Source: an optimization exercise on an open RTL-to-GDS flow (aim: small area, a short achievable clock period and few clock cycles per item). Production flows keep margins and buffers that such runs may drop. Where RTL was checked, it was by simulation tests only, not by an equivalence proof against the original. For runs 2 to 4, only the layout was checked, not whether the RTL still works. The clock port is modelled as an ideal driver; clocking choices that lean on that would not hold on a real chip.

==> flow/design.v, too long to show whole: its modules and the start of the top module <==
// module csa_3to2: 14 lines
// module pp_accumulator: 2252 lines
module pp_accumulator #(
   parameter int N = pp_pkg::N_DEF,
   parameter int K = pp_pkg::K_DEF
) (
   input  logic           clk,
   input  logic           rst,
   input  logic           in_valid,
   output logic           in_ready,
   input  logic [N*2*N-1:0] in_pp,
   output logic           out_valid,
   input  logic           out_ready,
   output logic [2*N-1:0] out_product
);
  // ...
==> flow/flow/run.sh <==
#!/bin/bash
# Own layout flow: the standard ORFS flow with two changes.
#  - Yosys's generic synth skips its early "abc -fast" pass (SYNTH_ARGS=-noabc) so the
#    3:2 counters of the adder tree reach extract_fa as written and map to full-adder
#    cells without polarity inverters between them. Registers are unchanged.
#  - Ports are buffered with sky130_fd_sc_hd__buf_1 instead of the default delay buffer.
set -euo pipefail
bash standard.sh SYNTH_ARGS=-noabc "BUFFER_PORTS_ARGS=-buffer_cell sky130_fd_sc_hd__buf_1" finish > flow_make.log 2>&1
==> flow/standard.sh <==
#!/bin/bash
# synth_recipe.tcl (not shown) runs the flow's synth.tcl, then flattens the netlist and writes it again
# the make line also repeats each setting of config.mk as NAME=value (left out here)
make -C /OpenROAD-flow-scripts/flow DESIGN_CONFIG=/design/flow/config.mk WORK_HOME=/design/flow/orfs CLKGATE_MAP_FILE= SYNTH_SCRIPT=/design/flow/synth_recipe.tcl "${@:-finish}"
==> flow/config.mk <==
export PLATFORM = sky130hd
export DESIGN_NAME = pp_accumulator
export DESIGN_NICKNAME = pp_accumulator
export VERILOG_FILES = /design/flow/design.v
export SDC_FILE = /design/flow/constraint.sdc
export NUM_CORES = 4
export LEC_CHECK = 0
export CAP_MARGIN = 20
export CORE_MARGIN = 2
export CORE_UTILIZATION = 60
export PLACE_DENSITY = 0.75
export SETUP_SLACK_MARGIN = 2.0
export SLEW_MARGIN = 20
==> flow/constraint.sdc <==
create_clock -name core_clock -period 5.0 [get_ports {clk}]
set_input_delay 1.0000 -clock core_clock [delete_from_list [all_inputs] [get_ports {clk}]]
set_output_delay 1.0000 -clock core_clock [all_outputs]
set_load 0.01 [all_outputs]
==> notes.md, run 1 <==
- The dominant combinational cell family by area after synthesis is adder cells.
- After detailed routing, the average wire length per cell comes to 19.3 um.
- The TritonCTS clock tree is yes.
- For the final routed database, the setup TNS stands at 0 ns.
- The remaining antenna violation count is 0.
- After detailed routing, no signal wire sits above met4.
- The starting DRC count in detailed routing is between 500 and 600.
- The cell with the most instances after synthesis is sky130_fd_sc_hd__fa_1.
- Dividing the final minimum period by the clock period gives between 50% and 60%.
- The average instance area after synthesis is ~19 sq um.
- For this configuration, the core starts out at a cell density of about three fifths.
- Setup violations remaining at the end of the flow were counted as 0.
- The layout clock buffer count is 30.
- In the synthesized netlist the dominant register cell turns out to be sky130_fd_sc_hd__edfxtp_1.
- The critical path starts at in_pp[17].
- The synthesized netlist devotes about half of its cell area to adder and majority cells.
- The number of gates resized after CTS was 1.
- The flow ran to the end and the layout has no timing, DRC or antenna violations.
- For met2 alone, demand over resource in global routing was between 40% and 50%.
- Clock skew on the completed layout was measured at 0.00683 ns.
- The register area is 0.00680 sq mm.
- By area, the class that comes first in the final layout consists of multi-input combinational cells.
- The depth of the worst register-to-register path is 8.
- The sequential fraction of the synthesis area is about two fifths.
Testbench counts, summed over its fixed seeds: cycles 1,624, items 1,600.
==> run 2: changes to the inputs <==
--- a/flow/design.v
+++ b/flow/design.v
@@ -902,23 +902,21 @@
    logic s864;
    logic c865;
    logic s866;
    logic c867;
    logic s868;
    logic c869;
    logic s870;
    logic [127:0] s1_q;
-   logic [63:0] s2_q;
-   logic [2:1] v, en;
+   logic [1:1] v, en;
    logic [31:0] row_a, row_b;
    logic        adv;
    assign adv = !out_valid || out_ready;
-   assign en[2] = !v[2] || adv;
-   assign en[1] = !v[1] || en[2];
+   assign en[1] = !v[1] || adv;
    assign in_ready = en[1] && !rst;
    assign s1 = in_pp[0] ^ in_pp[32] ^ in_pp[64];
    assign c2 = (in_pp[0] & in_pp[32]) | (in_pp[0] & in_pp[64]) | (in_pp[32] & in_pp[64]);
    assign s3 = in_pp[96] ^ in_pp[128];
    assign c4 = in_pp[96] & in_pp[128];
    assign s5 = in_pp[1] ^ in_pp[33] ^ in_pp[65];
    assign c6 = (in_pp[1] & in_pp[33]) | (in_pp[1] & in_pp[65]) | (in_pp[33] & in_pp[65]);
    assign s7 = in_pp[97] ^ in_pp[129] ^ in_pp[161];
@@ -2252,26 +2250,24 @@
    assign cpa_sum[24] = pg_p0[24] ^ pfx_g5_23;
    assign cpa_sum[25] = pg_p0[25] ^ pfx_g5_24;
    assign cpa_sum[26] = pg_p0[26] ^ pfx_g5_25;
    assign cpa_sum[27] = pg_p0[27] ^ pfx_g5_26;
    assign cpa_sum[28] = pg_p0[28] ^ pfx_g5_27;
    assign cpa_sum[29] = pg_p0[29] ^ pfx_g5_28;
    assign cpa_sum[30] = pg_p0[30] ^ pfx_g5_29;
    assign cpa_sum[31] = pg_p0[31] ^ pfx_g5_30;
-   assign row_a = {s2_q[62], s2_q[60], s2_q[58], s2_q[56], s2_q[54], s2_q[52], s2_q[50], s2_q[48], s2_q[46], s2_q[44], s2_q[42], s2_q[40], s2_q[38], s2_q[36], s2_q[34], s2_q[32], s2_q[30], s2_q[28], s2_q[26], s2_q[24], s2_q[22], s2_q[20], s2_q[18], s2_q[16], s2_q[14], s2_q[12], s2_q[10], s2_q[8], s2_q[6], s2_q[4], s2_q[2], s2_q[0]};
-   assign row_b = {s2_q[63], s2_q[61], s2_q[59], s2_q[57], s2_q[55], s2_q[53], s2_q[51], s2_q[49], s2_q[47], s2_q[45], s2_q[43], s2_q[41], s2_q[39], s2_q[37], s2_q[35], s2_q[33], s2_q[31], s2_q[29], s2_q[27], s2_q[25], s2_q[23], s2_q[21], s2_q[19], s2_q[17], s2_q[15], s2_q[13], s2_q[11], s2_q[9], s2_q[7], s2_q[5], s2_q[3], s2_q[1]};
+   assign row_a = {s870, s868, s866, s864, s862, s860, s858, s856, s854, s852, s850, s848, s846, s844, s842, s840, s838, s836, s834, s832, s830, s828, s826, s824, s822, s820, s818, s816, s814, s812, s810, s745};
+   assign row_b = {c869, c867, c865, c863, c861, c859, c857, c855, c853, c851, c849, c847, c845, c843, c841, c839, c837, c835, c833, c831, c829, c827, c825, c823, c821, c819, c817, c815, c813, c811, c809, s808};
    always_ff @(posedge clk or posedge rst) begin
       if (rst) begin
          v         <= '0;
          out_valid <= 1'b0;
       end else begin
          if (en[1]) v[1] <= in_valid;
-         if (en[2]) v[2] <= v[1];
-         if (adv) out_valid <= v[2];
+         if (adv) out_valid <= v[1];
       end
    end
    always_ff @(posedge clk) begin
       if (en[1]) s1_q <= {c742, c740, s744, s743, c738, c736, s741, s739, c734, c732, s737, s735, c730, c728, s733, s731, c726, c724, s729, s727, c722, c720, s725, s723, c718, c716, s721, s719, c714, c712, s717, s715, c710, c708, s713, s711, c706, c704, s709, s707, c702, c700, s705, s703, c698, c696, s701, s699, c694, c692, s697, s695, c690, c688, s693, s691, c686, c684, s689, s687, c682, c680, s685, s683, c678, c676, s681, s679, c674, c672, s677, s675, c670, c668, s673, s671, c666, c664, s669, s667, c662, c660, s665, s663, c658, c656, s661, s659, c654, c652, s657, s655, c650, c648, s653, s651, c646, c644, s649, s647, c642, c640, s645, s643, c638, c636, s641, s639, c634, c632, s637, s635, c630, c628, s633, s631, c626, c624, s629, s627, c622, s625, s623, c437, s621, s436, s434, s190};
-      if (en[2]) s2_q <= {c869, s870, c867, s868, c865, s866, c863, s864, c861, s862, c859, s860, c857, s858, c855, s856, c853, s854, c851, s852, c849, s850, c847, s848, c845, s846, c843, s844, c841, s842, c839, s840, c837, s838, c835, s836, c833, s834, c831, s832, c829, s830, c827, s828, c825, s826, c823, s824, c821, s822, c819, s820, c817, s818, c815, s816, c813, s814, c811, s812, c809, s810, s808, s745};
       if (adv) out_product <= cpa_sum;
    end
 endmodule
==> flow/flow/run.sh (replaced) <==
#!/bin/bash
# Own layout flow: the standard ORFS flow with these changes.
#  - Yosys's generic synth skips its early "abc -fast" pass (SYNTH_ARGS=-noabc) so the
#    3:2 counters of the adder tree reach extract_fa as written and map to full-adder
#    cells without polarity inverters between them. Registers are unchanged.
#  - Ports are buffered with sky130_fd_sc_hd__buf_1 instead of the default delay buffer.
#  - After clock tree synthesis, flow/skew.tcl delays the output register's clock
#    (useful skew for the register-to-register paths into it).
set -euo pipefail
here=$(pwd)
bash standard.sh SYNTH_ARGS=-noabc "BUFFER_PORTS_ARGS=-buffer_cell sky130_fd_sc_hd__buf_1" \
  "POST_CTS_TCL=$here/flow/skew.tcl" "SKEW_BUFS=sky130_fd_sc_hd__clkbuf_2 sky130_fd_sc_hd__clkbuf_8" \
  finish > flow_make.log 2>&1
==> flow/flow/skew.tcl (new file) <==
# Sourced by ORFS's cts.tcl after clock tree synthesis (POST_CTS_TCL).
# Gives the output register (out_product) a later clock than the rest of the
# design, by SKEW_BUFS clock buffers in series in front of its clock pins on
# each clock-tree leaf net that reaches it. This only helps the paths between
# the pipeline register and the output register; the output register's paths
# to the outputs get correspondingly less slack.
set skew_cells [expr {[info exists ::env(SKEW_BUFS)] ? $::env(SKEW_BUFS) : "sky130_fd_sc_hd__clkbuf_2"}]
set groups [dict create]
foreach c [get_cells out_product*] {
  set pin [get_pins -of_objects $c -filter "lib_pin_name==CLK"]
  set net [get_nets -of_objects $pin]
  dict lappend groups [get_full_name $net] $pin
}
set k 0
dict for {n pins} $groups {
  set net [get_nets $n]
  foreach cell $skew_cells {
    set newnet "skew_net_$k"
    insert_buffer -buffer_cell $cell -net $net -load_pins $pins -buffer_name "skew_buf_$k" -net_name $newnet
    set net [get_nets $newnet]
    incr k
  }
}
puts "skew: inserted $k clock buffers on [dict size $groups] leaf nets"
detailed_placement
check_placement -verbose
estimate_parasitics -placement
report_clock_skew
report_checks -path_delay max -group_path_count 1
==> flow/config.mk (replaced) <==
export PLATFORM = sky130hd
export DESIGN_NAME = pp_accumulator
export DESIGN_NICKNAME = pp_accumulator
export VERILOG_FILES = /design/flow/design.v
export SDC_FILE = /design/flow/constraint.sdc
export NUM_CORES = 4
export LEC_CHECK = 0
export CAP_MARGIN = 20
export CORE_MARGIN = 2
export CORE_UTILIZATION = 40
export SETUP_SLACK_MARGIN = 2.0
export SLEW_MARGIN = 20
==> notes.md, run 2 <==
- The die outline width is 200 um.
- The endpoint identified for the worst register-to-register timing path is out_product[27].
- The global-route met3 utilization is 3.48%.
- The HPWL after detailed placement is between 30000 and 40000 um.
- Along the worst path, the maximum fanout reaches 5.
- The starting density of the core is 40.7% (-20 points).
- The top cell types in the final layout, fill and taps aside, are sky130_fd_sc_hd__buf_1, sky130_fd_sc_hd__fa_1, sky130_fd_sc_hd__edfxtp_1.
- The main flop type after synthesis is sky130_fd_sc_hd__edfxtp_1.
- The unique cell type count in the Yosys netlist is roughly 40.
- The final number of max-transition violations is 0.
- The die covers about 0.040 sq mm.
- The remaining antenna violation count is 0 (unchanged).
- For flop-to-flop paths, the worst setup slack is 1.84 ns.
- Across all setup checks in the final design, the least slack found is 1.84 ns.
- The number of antenna violations at the first check in global routing is 1.
- The startpoint of the worst-slack reg-to-reg timing path is s1_q[14].
- The worst setup path is captured at a flop.
- Ranked by flip-flop count, first place goes to s1_q.
- Timing would allow up to 0.316 GHz.
- The met2 global-route usage is 33.5% (-11 points).
- The path class of the tightest hold or removal check is input port to async pin.
- The time the final worst path needs with I/O delays and setup is ~3.2 ns.
- Sorting the synthesized cells by area gives the leading types as sky130_fd_sc_hd__fa_1, sky130_fd_sc_hd__edfxtp_1, sky130_fd_sc_hd__ha_1, sky130_fd_sc_hd__xnor2_1, sky130_fd_sc_hd__a21oi_1.
- Setup repair after global routing could not meet its margin everywhere.
- In the final design database the tool counted ~2.4k nets.
- The clock net in this run drives a total of about 160 sinks.
- The number of port buffers is between 500 and 600.
- The final weighted congestion in routability-driven placement is 0.859.
- Clock-pin slew was measured on the worst setup and hold paths at 0.06 ns.
- The final-layout worst hold slack is 0.416 ns.
- The number of fillers in the final layout is roughly 3.3k.
- The most common library cell in the layout ignoring fill and taps is sky130_fd_sc_hd__buf_1.
- The count of pins on the block boundary is 550.
- The depth of the worst register-to-register path came to 10 (+2).
- The part of the cycle the worst path needs is 63.3% (+4.8 points).
- The sort of element at the start of the critical path is a flop.
- The gate count of the mapped netlist is between 800 and 900.
- In the routed design, unresolved DRC markers number 0.
- The number of warnings issued by yosys is 1.
- The routed layout has ~9.3k vias.
- Using the TritonRoute via totals, the vias-per-cell ratio works out to 4.67.
- The flow ran to the end and the layout has no timing, DRC or antenna violations.
- The post-synthesis register bit count is 162.
- The classification of the worst setup path is flop to flop.
- Counting flops with an async set or reset pin after synthesis yields a share of under 10%.
- Yosys instantiated no cell more often than sky130_fd_sc_hd__fa_1.
- Summed over all layers, the global routing overflow is 0.
- The largest registers in the layout are s1_q: 128 flops, out_product: 32 flops.
- Of the cells placed in the final design, the portion with a size suffix greater than 1 is slightly below 9%.
- In this run the most used layer during global routing was met2.
- The met1 track demand over resource in global routing is between 20% and 30%.
- In this run the standard cell core region covers 0.0377 sq mm.
- The sequential fraction of the synthesis area came to 31.7% (-7.7 points).
- The headroom to the max-slew limit is between 30% and 40%.
- The overall routed net length is approximately 36000 um.
- The largest total area in the synthesized netlist belongs to sky130_fd_sc_hd__fa_1.
- Global routing used a little under a fifth of the available tracks across all layers.
- The number of enable-type register cells in the synthesized netlist is 160.
- The register with the most flip-flops in the layout has 128 of them.
- The later pin in the worst-skew pair is clocked with a latency of about 0.65 ns.
- The count of non-filler cells in the finished layout is 1988.
- After synthesis the cells add up to around 0.015 sq mm.
- Entering global routing, the biggest net connects 130 pins.
- The first-pass GRT wire length is roughly 55000 um.
- The mean routed wirelength per cell was 18.1 um (-6.2%).
- The sum of negative setup slack came to 0 ns (unchanged).
- The number of global-route vias before repair came to 10.9k.
- The maximum clock skew at final layout is 0.246 ns (+0.240 ns).
- The number of iterations in the first detailed-routing pass is 6.
- The row count is between 70 and 80.
- Across the run, the number of max-cap violations was 0.
- The data arrival time at the worst-slack endpoint is roughly 3.6 ns.
- The number of hold violations in the final report is 0.
- The average instance area after synthesis is 17.8 sq um (-4.8%).
- The TritonCTS clock tree is yes.
- In this run the worst setup path begins at s1_q[14].
- The die outline height is approximately 200 um.
- The transition time at the pin with the least slew margin is between 0.9 and 1 ns.
- Summed over its instances, the top area cell type makes up 55.0% of the synthesized netlist area.
- The synthesis-to-layout area growth is 25.9%.
- The commonest cells after synthesis are sky130_fd_sc_hd__fa_1, sky130_fd_sc_hd__edfxtp_1, sky130_fd_sc_hd__xnor2_1.
- The total nets after synthesis is between 1.5k and 2k.
- At the placement stage, the worst setup path has a slack of 1.52 ns.
- The final setup violation count is 0 (unchanged).
- Including well taps, the total number of placed cells is between 1.5k and 2k.
- The required time at the worst-slack endpoint is 5.39 ns.
- The starting DRC count in detailed routing is 276 (-51%).
-- run 2: cell count changes after synthesis, moves of 4 or more --
cell / change
sky130_fd_sc_hd__nor2_1: +6
sky130_fd_sc_hd__o211ai_1: -4
sky130_fd_sc_hd__nand2b_1: -4
sky130_fd_sc_hd__a21o_1: +6
sky130_fd_sc_hd__edfxtp_1: -64
-- run 2: stage by stage --
stage | instance area, sq um | utilization, %
3_3_place_gp | 18200 | 48.3
2_1_floorplan | 15500 | -
3_5_place_dp | 18200 | 48.3
5_1_grt | 19300 | 51.2
6_report | 19300 | 51.2
-- run 2: worst max path at each step --
stage	end	slack, ns
3_3_place_gp	out_product[27]	1.52
6_report	out_product[27]	1.84
2_1_floorplan	s1_q[100]	1.83
3_5_place_dp	s1_q[80]	1.52
5_1_grt	out_product[27]	1.75
-- run 2: area by class of cell, clock buffers not listed --
class | count | area, sq um | area share [%]
multi-input cells | 682 | 10800 | 55.9
repair buffers | 566 | 2200 | 11.4
flip-flops and latches | 162 | 4850 | 25.2
well taps | 511 | 639 | 3.31
clock inverters | 13 | 138 | 0.713
inverters | 12 | 45.0 | 0.233
diodes | 1 | 2.50 | 0.0130
-- run 2: cells by family (layout without fill, tap and decap cells) --
| group | after synthesis | count (layout) | share of synthesized area [%] |
|---|---|---|---|
| compound gates | 96 | 96 | 4.23 |
| xor+xnor | 58 | 58 | 3.31 |
| fa+ha+maj | 460 | 460 | 58.2 |
| buf+inv | 19 | 632 | 0.645 |
| flops | 162 | 162 | 31.7 |
| other cells | 0 | 1 | 0 |
| simple gates | 68 | 68 | 1.98 |
-- run 2: worst max-delay path, cell delays in order, from the launching register on --
cell and delay [ns]:
sky130_fd_sc_hd__edfxtp_1 0.40, sky130_fd_sc_hd__fa_1 0.54, sky130_fd_sc_hd__fa_1 0.61, sky130_fd_sc_hd__ha_4 0.23, sky130_fd_sc_hd__a21o_1 0.19, sky130_fd_sc_hd__a21oi_2 0.18
sky130_fd_sc_hd__a31oi_2 0.13, sky130_fd_sc_hd__o31a_1 0.36, sky130_fd_sc_hd__o21ai_4 0.23, sky130_fd_sc_hd__o221ai_2 0.13, sky130_fd_sc_hd__xor2_1 0.16
-- run 2: layer usage --
metal	up-vias	wire length, um
met2	341	19600
met1	4753	13400
met3	45	2120
li1	4139	-
met5	-	0
met4	0	811
==> run 3: changes to the inputs <==
--- a/flow/flow/run.sh
+++ b/flow/flow/run.sh
@@ -9,5 +9,5 @@
 set -euo pipefail
 here=$(pwd)
 bash standard.sh SYNTH_ARGS=-noabc "BUFFER_PORTS_ARGS=-buffer_cell sky130_fd_sc_hd__buf_1" \
-  "POST_CTS_TCL=$here/flow/skew.tcl" "SKEW_BUFS=sky130_fd_sc_hd__clkbuf_2 sky130_fd_sc_hd__clkbuf_8" \
+  "POST_CTS_TCL=$here/flow/skew.tcl" "SKEW_BUFS=sky130_fd_sc_hd__clkbuf_2 sky130_fd_sc_hd__clkbuf_2 sky130_fd_sc_hd__clkbuf_8" \
   finish > flow_make.log 2>&1
--- a/flow/config.mk
+++ b/flow/config.mk
@@ -7,6 +7,7 @@
 export LEC_CHECK = 0
 export CAP_MARGIN = 20
 export CORE_MARGIN = 2
-export CORE_UTILIZATION = 40
+export CORE_UTILIZATION = 60
+export PLACE_DENSITY = 0.75
 export SETUP_SLACK_MARGIN = 2.0
 export SLEW_MARGIN = 20
==> notes.md, run 3 <==
- The flow ran to the end and the layout has no timing, DRC or antenna violations.
- The starting DRC count in detailed routing was 398 (+44%).
- The die outline width was 164 um (-18%).
- The cell type with the highest occurrence count on the critical path is sky130_fd_sc_hd__fa_2.
- The fraction of layout cells with a size suffix above 1 was 9.48% (+0.74 points).
- The unique cell type count in the Yosys netlist is 41 (unchanged).
- The final number of max-transition violations is 0 (unchanged).
- The largest net degree at the start of global routing was 130 (unchanged).
- Setup repair after global routing could not meet its margin everywhere.
- STA classifies the critical path endpoint as a flop.
- The category of cells accounting for the largest share of critical-path delay is adder cells.
- The total instance count after detailed placement came to 1736 (-9.4%).
- The most common cell in the synthesized netlist is sky130_fd_sc_hd__fa_1.
- The cell area after placement is 0.0180 sq mm (-1.2%).
- The library cell used most frequently in the layout, excluding fill and tap cells, is sky130_fd_sc_hd__buf_1.
- The maximum clock skew at final layout is 0.367 ns (+0.120 ns).
- The clock latency on the worst-skew pair is 0.77 ns (+0.12 ns).
- The post-route cell area came to 0.0191 sq mm (-1.1%).
- The number of warnings issued by yosys is 1 (unchanged).
- The worst hold path belongs to the class flop to flop.
- The remaining global-route overflow is 0 (unchanged).
- The first-pass GRT wire length was 55900 um (+2.4%).
- The flip-flop count of the largest register after layout is 128 (unchanged).
- The largest driver fanout on the critical path is 3 (-2).
- The final weighted congestion in routability-driven placement is 0.886 (+3.1%).
- The die area is 0.0268 sq mm (-33%).
- The number of hold violations in the final report is 0 (unchanged).
- The worst register-to-register path ends at out_product[30].
- The number of remaining DRC errors is 0 (unchanged).
- The critical path goes through fa_1 > fa_2 > fa_2 > a211oi_4 > o21ai_2 > a211oi_2 > o41ai_2 > a21oi_2 > o211ai_2 > xor2_1.
- The starting density of the core came to 61.0% (+20 points).
- The depth of the worst register-to-register path is 10 (unchanged).
- The maximum clock frequency came to 0.315 GHz (-0.23%).
- The time the final worst path needs with I/O delays and setup is 3.17 ns (+0.00713 ns).
- The number of antenna violations at the first check in global routing is 12 (+11).
- The biggest cell delay along the critical path is 0.59 ns (-0.02 ns).
- The HPWL after detailed placement is 31700 um (-0.68%).
- The count of pins on the block boundary is 550 (unchanged).
- The required time at the worst-slack endpoint came to 5.46 ns (+0.07 ns).
- The depth of the critical timing path with buffers and inverters included is 10 (unchanged).
- The mean routed wirelength per cell is 20.1 um (+11%).
- The startpoint of the worst-slack reg-to-reg timing path is s1_q[6].
- The part of the cycle the worst path needs came to 63.4% (+0.14 points).
- The number of port buffers is 549 (unchanged).
- The synthesis-to-layout area growth is 24.5%.
- The number of global-route vias before repair is 11.3k (+3.8%).
- The post-synthesis register bit count is 162 (unchanged).
- The global-route usage over all layers is 28.4% (+10 points).
- The total nets after synthesis was 1839 (unchanged).
- STA classifies the critical path startpoint as a flop.
- The data arrival time at the worst-slack endpoint is 3.63 ns (+0.07 ns).
- The synthesized cell area is 0.0153 sq mm (unchanged).
- The number of clock sinks came to 162 (unchanged).
- The overall routed net length is 36800 um (+2.6%).
- The number of iterations in the first detailed-routing pass was 4 (-2).
- The headroom to the max-slew limit is 33.9% (+0.13 points).
- The main flop type after synthesis is sky130_fd_sc_hd__edfxtp_1.
- The critical path is of the flop to flop type.
- In the final layout, the registers with the most flip-flops are s1_q: 128 flops, out_product: 32 flops.
- The transition time at the pin with the least slew margin was 0.992 ns (-0.00191 ns).
- The die outline height is 164 um (-18%).
- The final setup violation count is 0 (unchanged).
- The vias after detailed routing came to 9652 (+4.0%).
- The number of enable-type register cells in the synthesized netlist was 160 (unchanged).
- The core box area is 0.0251 sq mm (-33%).
- The TritonCTS clock tree is yes.
- The reg2reg setup slack was 1.83 ns (about the same).
- The gate count of the mapped netlist was 863 (unchanged).
- The dominant cell type by area after synthesis is sky130_fd_sc_hd__fa_1.
- The sum of negative setup slack is 0 ns (unchanged).
- Yosys attributes the largest share of cell area to sky130_fd_sc_hd__fa_1, sky130_fd_sc_hd__edfxtp_1, sky130_fd_sc_hd__ha_1, sky130_fd_sc_hd__xnor2_1, sky130_fd_sc_hd__a21oi_1.
- The share of synthesized flip-flops with an asynchronous set or reset is 1.23% (unchanged).
- The sequential fraction of the synthesis area is 31.7% (unchanged).
- The row count is 58 (-18%).
- For this design, the slowest cell found on the critical path is sky130_fd_sc_hd__fa_1.
- In this run the worst setup path terminates at out_product[30].
- The count of non-filler cells in the finished layout is 1832 (-7.8%).
- The final-layout worst hold slack is 0.360 ns (-0.0560 ns).
- The buffering stage count on the worst path with inverters included was 0 (unchanged).
- The average instance area after synthesis is 17.8 sq um (unchanged).
- The number of fillers in the final layout is 1576 (-53%).
- The average via count per standard cell is 5.27 (+13%).
- Leaving out fill and tap cells, the most frequent cells in the layout are sky130_fd_sc_hd__buf_1, sky130_fd_sc_hd__fa_1, sky130_fd_sc_hd__edfxtp_1.
- The area fraction of the dominant cell type after synthesis was 55.0% (unchanged).
- The max-cap violation count came to 0 (unchanged).
- The post-CTS clock slew at the launch and capture registers of the worst setup and hold paths is 0.06 ns (about the same).
- The layout net count came to 2451 (+0.49%).
- The remaining antenna violation count is 0 (unchanged).
- Ranked by flip-flop count, first place goes to s1_q.
- The commonest cells after synthesis are sky130_fd_sc_hd__fa_1, sky130_fd_sc_hd__edfxtp_1, sky130_fd_sc_hd__xnor2_1.
- The worst setup path startpoint is s1_q[6].
==> run 3: cell counts after synthesis <==
No cell type changed its count.
==> run 3: worst min path at each step <==
stage | endpoint | cells after the start | slack, ns | from
final | out_product[0] | 2 | 0.36 | s1_q[2]
after global routing | out_product[0] | 2 | 0.35 | s1_q[2]
after detailed placement | out_valid | 1 | 0.62 | v
after global placement | out_valid | 1 | 0.60 | v
after floorplan | out_valid | 1 | 0.51 | v
==> run 3: layer usage <==
metal,global-route usage [%],vias up,wire length [um]
li1,-,4192,-
met1,33.6,4994,12500
met2,51.1,389,20800
met3,4.72,77,2100
met4,13.3,0,1420
met5,0,-,0
==> run 3: logic make-up after synthesis <==
family,synth area share (%)
XOR/XNOR,3.31
AND/OR/NAND/NOR,1.98
flip-flops,31.7
AO/OA/AOI/OAI,4.23
buffers and inverters,0.645
adder cells (fa/ha/maj),58.2
==> run 3: worst register-to-register path, stage by stage (launching register included) <==
cell                       delay, ns
sky130_fd_sc_hd__edfxtp_1       0.39
sky130_fd_sc_hd__fa_1           0.60
sky130_fd_sc_hd__fa_2           0.49
sky130_fd_sc_hd__fa_2           0.42
sky130_fd_sc_hd__a211oi_4       0.26
sky130_fd_sc_hd__o21ai_2        0.12
sky130_fd_sc_hd__a211oi_2       0.31
sky130_fd_sc_hd__o41ai_2        0.13
sky130_fd_sc_hd__a21oi_2        0.24
sky130_fd_sc_hd__o211ai_2       0.11
sky130_fd_sc_hd__xor2_1         0.15
==> run 3: final cells by class, clock buffers not listed <==
cell class / instances / area [sq um] / area share [%]
multi-input combinational: 682 / 10700 / 56.3
tap: 330 / 413 / 2.16
inverter: 12 / 45.0 / 0.236
sequential: 162 / 4850 / 25.4
timing repair buffer: 567 / 2200 / 11.5
clock inverter: 14 / 108 / 0.564
antenna: 14 / 35.0 / 0.184
==> run 3: through the flow <==
step | utilization [%] | setup WS [ns]
finish | 76.0 | 1.83
detailed placement | 71.5 | 1.44
floorplan | - | 1.83
global route | 76.0 | 1.77
global placement | 71.5 | 1.58
==> run 4: changes to the inputs <==
--- a/flow/flow/run.sh
+++ b/flow/flow/run.sh
@@ -9,5 +9,5 @@
 set -euo pipefail
 here=$(pwd)
 bash standard.sh SYNTH_ARGS=-noabc "BUFFER_PORTS_ARGS=-buffer_cell sky130_fd_sc_hd__buf_1" \
-  "POST_CTS_TCL=$here/flow/skew.tcl" "SKEW_BUFS=sky130_fd_sc_hd__clkbuf_2 sky130_fd_sc_hd__clkbuf_2 sky130_fd_sc_hd__clkbuf_8" \
+  "POST_CTS_TCL=$here/flow/skew.tcl" "SKEW_BUFS=sky130_fd_sc_hd__clkdlybuf4s25_1 sky130_fd_sc_hd__clkbuf_8" \
   finish > flow_make.log 2>&1
==> notes.md, run 4 <==
- The flow ran to the end and the layout has no timing, DRC or antenna violations.
- The category of cells accounting for the largest share of critical-path delay is adder cells.
- The area fraction of the dominant cell type after synthesis came to 55.0% (unchanged).
- The starting density of the core is 61.0% (unchanged).
- The fraction of layout cells with a size suffix above 1 came to 7.73% (-1.7 points).
- The unique cell type count in the Yosys netlist was 41 (unchanged).
- The core box area is 0.0251 sq mm (unchanged).
- The number of global-route vias before repair is 11.3k (-0.48%).
- Ranked by instance count, the synthesized netlist is headed by sky130_fd_sc_hd__fa_1, sky130_fd_sc_hd__edfxtp_1, sky130_fd_sc_hd__xnor2_1.
- The final setup violation count came to 0 (unchanged).
- The post-synthesis register bit count is 162 (unchanged).
- The synthesized cell area is 0.0153 sq mm (unchanged).
- The largest net degree at the start of global routing is 130 (unchanged).
- The average instance area after synthesis was 17.8 sq um (unchanged).
- The number of port buffers is 549 (unchanged).
- The TritonCTS clock tree is yes.
- The slowest library cell on the worst path is sky130_fd_sc_hd__fa_1.
- The cell with the most instances after synthesis is sky130_fd_sc_hd__fa_1.
- The number of fillers in the final layout is 1572 (-0.25%).
- The largest registers in the layout are s1_q: 128 flops, out_product: 32 flops.
- The die outline width came to 164 um (unchanged).
- The cell type with the highest occurrence count on the critical path is sky130_fd_sc_hd__fa_2.
- The final-layout worst hold slack was 0.241 ns (-0.119 ns).
- The post-CTS clock slew at the launch and capture registers of the worst setup and hold paths is 0.06 ns (about the same).
- The number of hold violations in the final report is 0 (unchanged).
- The path type of the worst min-delay path is flop to flop.
- The area used by multi-input combinational logic is 0.0108 sq mm (+0.14%).
- The max-cap violation count is 0 (unchanged).
- The number of clock sinks was 162 (unchanged).
- The vias after detailed routing is 9622 (-0.31%).
- The gate count of the mapped netlist is 863 (unchanged).
- The flip-flop count of the largest register after layout came to 128 (unchanged).
- The post-route cell area is 0.0191 sq mm (about the same).
- The endpoint class of the critical path is a flop.
- The number of iterations in the first detailed-routing pass is 4 (unchanged).
- The HPWL after detailed placement is 31700 um (unchanged).
- The layout net count came to 2437 (-0.57%).
- The buffering stage count on the worst path with inverters included is 0 (unchanged).
- The number of warnings issued by yosys is 1 (unchanged).
- The maximum clock skew at final layout is 0.435 ns (+0.0685 ns).
- The part of the cycle the worst path needs was 63.1% (-0.27 points).
- The share of synthesized flip-flops with an asynchronous set or reset is 1.23% (unchanged).
- The global-route usage over all layers is 28.3% (-0.13 points).
- The first-pass GRT wire length was 55600 um (-0.43%).
- The maximum clock frequency is 0.317 GHz (+0.42%).
- The dominant cell type by area after synthesis is sky130_fd_sc_hd__fa_1.
- The clock latency on the worst-skew pair was 0.85 ns (+0.08 ns).
- The final weighted congestion in routability-driven placement is 0.886 (unchanged).
- The number of enable-type register cells in the synthesized netlist came to 160 (unchanged).
- The transition time at the pin with the least slew margin is 1.04 ns (+0.0502 ns).
- The synthesis-to-layout area growth is 24.5% (about the same).
- The die outline height was 164 um (unchanged).
- Traced cell by cell, the critical path runs through fa_1 > fa_2 > fa_2 > a211oi_4 > o21ai_2 > a211oi_2 > o41ai_2 > a21oi_2 > o211ai_2 > xor2_1.
- The starting DRC count in detailed routing was 355 (-11%).
- The average via count per standard cell was 5.29 (+0.46%).
- The sum of negative setup slack is 0 ns (unchanged).
- The classification of the worst setup path is flop to flop.
- The data arrival time at the worst-slack endpoint is 3.69 ns (+0.06 ns).
- The final worst slack came to 1.84 ns (+0.0133 ns).
- After synthesis, the cell types taking the most area are sky130_fd_sc_hd__fa_1, sky130_fd_sc_hd__edfxtp_1, sky130_fd_sc_hd__ha_1, sky130_fd_sc_hd__xnor2_1, sky130_fd_sc_hd__a21oi_1.
- The worst setup path is launched from a flop.
- The remaining global-route overflow is 0 (unchanged).
- The post-placement worst setup slack is 1.44 ns (unchanged).
- The count of pins on the block boundary was 550 (unchanged).
- The total nets after synthesis was 1839 (unchanged).
- The cell area after placement is 0.0180 sq mm (unchanged).
- The row count was 58 (unchanged).
- The sequential fraction of the synthesis area is 31.7% (unchanged).
- The main flop type after synthesis is sky130_fd_sc_hd__edfxtp_1.
- The mean routed wirelength per cell is 20.3 um (+0.95%).
- The number of antenna violations at the first check in global routing is 12 (unchanged).
- Setup repair after global routing could not meet its margin everywhere.
- The final number of max-transition violations is 0 (unchanged).
- The library cells used most frequently in the layout, excluding fill and tap cells, are sky130_fd_sc_hd__buf_1, sky130_fd_sc_hd__fa_1, sky130_fd_sc_hd__edfxtp_1.
- The register with the most flip-flops in the final layout is s1_q.
- The die area is 0.0268 sq mm (unchanged).
- The register area is 0.00485 sq mm (unchanged).
- The largest driver fanout on the critical path was 3 (unchanged).
- The most common library cell in the layout ignoring fill and taps is sky130_fd_sc_hd__buf_1.
- The biggest cell delay along the critical path was 0.59 ns (about the same).
- The remaining antenna violation count is 0 (unchanged).
- The number of remaining DRC errors is 0 (unchanged).
- The headroom to the max-slew limit is 30.5% (-3.3 points).
- The required time at the worst-slack endpoint is 5.53 ns (+0.07 ns).
- The time the final worst path needs with I/O delays and setup came to 3.16 ns (-0.0133 ns).
- The overall routed net length is 36900 um (+0.18%).
- The reg2reg setup slack is 1.84 ns (about the same).
[run 4: cell type report, clock buffers not listed]
cell class	count	share of cell area, %
inverter	12	0.236
sequential	162	25.4
clock inverter	14	0.564
tap	330	2.16
multi-input combinational	682	56.4
timing repair buffer	564	11.4
antenna	14	0.184
[run 4: per-stage QoR]
stage | cells | utilization, %
3_5_place_dp | 1736 | 71.5
5_1_grt | 1816 | 76.0
2_1_floorplan | 863 | -
6_report | 1818 | 76.0
3_3_place_gp | 1736 | 71.5
[run 4: cell families after synthesis]
family / synth area share, %
flops: 31.7
compound gates: 4.23
fa+ha+maj: 58.2
simple gates: 1.98
xor+xnor: 3.31
buf+inv: 0.645
[run 4: final timing paths]
kind                              endpoint    start  depth (start not counted)
max                        out_product[30]  s1_q[6]                         10
min                         out_product[0]  s1_q[1]                          2
max reg2reg                out_product[30]  s1_q[6]                         10
min reg2reg                 out_product[0]  s1_q[1]                          2
max in group asynchronous                v      rst                          2
min in group asynchronous        out_valid      rst                          2
[run 4: worst min-delay path, cell delays in order, from the launching register on]
cell and delay [ns]:
sky130_fd_sc_hd__edfxtp_1 0.32, sky130_fd_sc_hd__ha_1 0.13, sky130_fd_sc_hd__ha_1 0.12
[run 4: per-layer routing]
| layer | vias to the layer above | share of wire (%) | global-route usage (%) |
|---|---|---|---|
| li1 | 4166 | - | - |
| met1 | 4991 | 34 | 33.1 |
| met2 | 384 | 57 | 51.0 |
| met3 | 81 | 5.7 | 4.97 |
| met4 | 0 | 3.9 | 13.2 |
| met5 | - | 0 | 0 |

[static timing again, ports no longer ideal]
The results above use ideal ports. As a check the final layouts listed here were re-extracted and re-timed, cells and wires unchanged. Step 1, drivers: a clkbuf_16 drives clk and a buf_2 each remaining input, both assumed. Step 2, shift: input delay + t, output delay - t, t = (earliest + latest rising clock arrival at the registers) / 2. This alone moves slack from input paths to output paths. Slacks: no drivers / after step 1 / after step 2; pairs: no drivers / after step 1.
run | t, ns | slack for setup (ns) | clock arrival spread, ns | slew at the worst register clock pin (ns) | pins driven straight from the clock port
run 1 | 0.555 | 2.074 / 2.098 / 1.543 | 0.006 / 0.006 | 0.06 / 0.06 | 1
run 2 | 0.576 | 1.837 / 1.837 / 1.481 | 0.247 / 0.246 | 0.07 / 0.07 | 1
run 3 | 0.633 | 1.830 / 1.830 / 1.379 | 0.367 / 0.367 | 0.07 / 0.07 | 1
run 4 | 0.670 | 1.843 / 1.843 / 1.353 | 0.444 / 0.444 | 0.07 / 0.07 | 1
Clock arrivals are far apart in run 3 and run 4, so t is only a midpoint there and step 2 fits no single register. The setup slack of run 1, which loses most, moves by +0.024 ns with the drivers and by -0.531 ns with both steps.
